From an optimization exercise on the open Yosys and OpenROAD flow, aimed at small area, a short achievable clock period and few clock cycles per item; shortcuts taken in it are not production practice.
Function was checked by simulation only, so behaviour that the tests miss may differ from the original.

==> flow/design.v (excerpt) <==
module idct_top (
	input  logic       Clock,
	input  logic       Resetn,
	input  logic       start_i,
	input  idct_pkg::sram_addr_t block_addr_i,
	input  idct_pkg::sram_addr_t out_addr_i,
	output logic       ready_o,
	output logic       done_o,
	output idct_pkg::sram_addr_t sram_addr_o,
	output idct_pkg::sram_data_t sram_wdata_o,
	output logic       sram_we_n_o,
	input  idct_pkg::sram_data_t sram_rdata_i
);
	logic        nxt_v, cur_v, ready_q;
	logic [17:0] nxt_src, nxt_dst, cur_dst, wr_dst, rd_addr;
	logic [2:0]  rd_k, rd_row;
	logic [1:0]  cnt;           
	logic        rv1, rv2;      
	logic        take;
	logic        rd_issue;
	logic        rd_last;
	logic        cur_free;
	logic [127:0] sh, hold;
	logic [2:0]  ac;
	logic        sh_full, hold_v, hold_rel, xfer;
	logic [2:0]  ph;
	logic        p1_run, p2_pend, p2_run;
	logic [2:0]  p1_row, p2w;
	logic        wr_load;
	assign ready_o = ready_q;
	assign take = start_i & ready_q;
	logic        u_p1, u_p2;
	logic [1:0]  u_i;
	logic [2:0]  u_j;
	logic [175:0] rg [8];
	logic [21:0] x [8];
	assign u_p1 = p1_run;
	assign u_p2 = p2_run;
	logic [1:0]  i_q;
	assign u_i  = i_q;
	assign u_j  = ph;
	always_comb begin
		for (int k = 0; k < 8; k++) begin
			if (p1_run)
				x[k] = {{6{hold[16*k+15]}}, hold[16*k +: 16]};
			else
				x[k] = rg[0][22*k +: 22];
		end
	end
	logic [22:0] u_n;
	logic        u_sub;
	logic [22:0] u_p, u_q;
	logic [8:0]  u_lo;
	logic [8:0]  u_m0, u_m1;
	logic [6:0]  u_h0, u_h1;
	logic        u_c16;
	assign u_sub = ~(u_i == 2'd0 || u_i == 2'd3);
	assign u_p = {x[0][21], x[0]};
	assign u_q = {x[4][21], x[4]} ^ {23{u_sub}};
	assign u_lo = {1'b0, u_p[7:0]} + {1'b0, u_q[7:0]} + {8'd0, u_sub};
	assign u_m0 = {1'b0, u_p[15:8]} + {1'b0, u_q[15:8]};
  ...
For scale: about 2,300 flip-flops, ~92 I/O pins, about 83,000 um^2 of cells after synthesis.
==> flow/config.mk <==
export PLATFORM = sky130hd
export DESIGN_NAME = idct_top
export DESIGN_NICKNAME = idct_top
export VERILOG_FILES = /design/flow/design.v
export SDC_FILE = /design/flow/constraint.sdc
export NUM_CORES = 4
export LEC_CHECK = 0
export CAP_MARGIN = 20
export CELL_PAD_IN_SITES_DETAIL_PLACEMENT = 1
export CELL_PAD_IN_SITES_GLOBAL_PLACEMENT = 2
export CORE_MARGIN = 2
export CORE_UTILIZATION = 50
export CTS_CLUSTER_DIAMETER = 60
export CTS_CLUSTER_SIZE = 20
export PLACE_DENSITY = 0.7
export SETUP_SLACK_MARGIN = 3.7
export SLEW_MARGIN = 20
export TNS_END_PERCENT = 5
==> flow/constraint.sdc <==
create_clock -name core_clock -period 7.0 [get_ports {Clock}]
set_input_delay 1.4000 -clock core_clock [delete_from_list [all_inputs] [get_ports {Clock}]]
set_output_delay 1.4000 -clock core_clock [all_outputs]
set_load 0.01 [all_outputs]
run.sh (not shown) runs the stock make flow with config.mk's settings and CLKGATE_MAP_FILE= SYNTH_SCRIPT=/design/flow/synth_recipe.tcl, a recipe that flattens the netlist after the stock synthesis.
The first run completed with no timing, DRC or antenna violations.
Testbench counts at the start, summed over its fixed seeds: cycles 37,064, items 384.
Then changed:
Settings changed: SETUP_SLACK_MARGIN 3.7 to 3.9, TNS_END_PERCENT 5 to unset.
What happened: Cell area rises by 2.9%. Critical path depth stays the same. Setup slack gets worse by 0.050 ns. Wire length rises by about 3.5%. Utilization rises by 1.6 points. Area after synthesis stays the same. Sequential cell count does not change.

* * *

## the baseline
idct_top, a different RTL version from the one above (not shown whole).
For scale: about 6,500 cells after synthesis, ~2,300 flip-flops, ~92 I/O pins.
make LEC_CHECK=0 CAP_MARGIN=10 CELL_PAD_IN_SITES_DETAIL_PLACEMENT=0 CELL_PAD_IN_SITES_GLOBAL_PLACEMENT=1 CORE_MARGIN=2 CORE_UTILIZATION=70 CTS_CLUSTER_DIAMETER=70 CTS_CLUSTER_SIZE=24 PLACE_DENSITY=0.85 SETUP_SLACK_MARGIN=3.7 SLEW_MARGIN=10 TNS_END_PERCENT=5 finish   # period 7.0 ns
Testbench counts of the baseline, summed over its fixed seeds: cycles 37,064, items 384.
diff inputs: the baseline => the candidate
Settings: setting GPL_ROUTABILITY_DRIVEN to 0 for the first time; changing PLACE_DENSITY from 0.85 to 0.8; changing CORE_UTILIZATION from 70 to 60.
==> comparison <==
Antenna violation net count after detailed routing delta (the candidate -> the baseline): insignificant
In the candidate, time the worst path needs with I/O delays and setup is higher than in the baseline.
Summary of the candidate over the baseline: post-synthesis net count ~0 delta, core utilization -11 points.

* * *

## job 101
idct_top, a different RTL version from the one above (not shown whole).
For scale: roughly 6100 cells after synthesis, roughly 92 I/O pins, about 82000 sq um of cells after synthesis.
## idct_top
module idct_top (
	input  logic       Clock,
	input  logic       Resetn,
	input  logic       start_i,
	input  idct_pkg::sram_addr_t block_addr_i,
	input  idct_pkg::sram_addr_t out_addr_i,
	output logic       ready_o,
	output logic       done_o,
	output idct_pkg::sram_addr_t sram_addr_o,
	output idct_pkg::sram_data_t sram_wdata_o,
	output logic       sram_we_n_o,
	input  idct_pkg::sram_data_t sram_rdata_i
);
Settings: LEC_CHECK=0, CAP_MARGIN=20, CELL_PAD_IN_SITES_DETAIL_PLACEMENT=1, CELL_PAD_IN_SITES_GLOBAL_PLACEMENT=2, CORE_MARGIN=2, CORE_UTILIZATION=50, CTS_CLUSTER_DIAMETER=60, CTS_CLUSTER_SIZE=20, PLACE_DENSITY=0.7, SETUP_SLACK_MARGIN=3.5, SLEW_MARGIN=20; clock period 7.0 ns.
Testbench counts of job 101, summed over its fixed seeds: cycles 37,032, items 384.
#### Input delta (job 102 over job 101)
- swapping 1 for 2 in CELL_PAD_IN_SITES_DETAIL_PLACEMENT
- swapping 2 for 4 in CELL_PAD_IN_SITES_GLOBAL_PLACEMENT
- clearing CTS_CLUSTER_SIZE, which used to be 20
- swapping 0.7 for 0.6 in PLACE_DENSITY
- clearing CTS_CLUSTER_DIAMETER, which used to be 60
- swapping 50 for 30 in CORE_UTILIZATION
Notes after the runs:
Across both runs, worst-case reg-to-reg path depth was higher for job 102 than for job 101.
Job 102 against job 101; final standard cell count with taps included and fillers excluded is up by more than 10%.

-- re-timing with driven ports --
The results above use ideal ports. As a check the final layouts listed here were re-extracted and re-timed, cells and wires unchanged.
Step 1 assumes that a clkbuf_16 drives the clock port and a buf_2 every other input.
Step 2 moves the port delays by t, midway between the first and last clock arrival at a register: inputs arrive t later, outputs are due t later. That takes back most of the time a late clock gives input paths.
Slacks: no drivers / after step 1 / after step 2; pairs: no drivers / after step 1.
run	t (ns)	setup slack, ns	worst hold slack (ns)
the first run of note 1	0.903	3.475 / 3.475 / 3.475	0.304 / 0.304 / 0.304
the second run of note 1	0.890	3.424 / 3.424 / 3.424	0.312 / 0.312 / 0.312
the baseline	0.843	3.536 / 3.536 / 3.536	0.319 / 0.319 / 0.319
the candidate	0.854	3.473 / 3.473 / 3.473	0.317 / 0.317 / 0.317
job 101	0.897	2.959 / 2.959 / 2.959	0.298 / 0.298 / 0.298
job 102	0.958	3.058 / 3.058 / 3.058	0.222 / 0.222 / 0.222
After both steps every run listed still meets setup and hold.
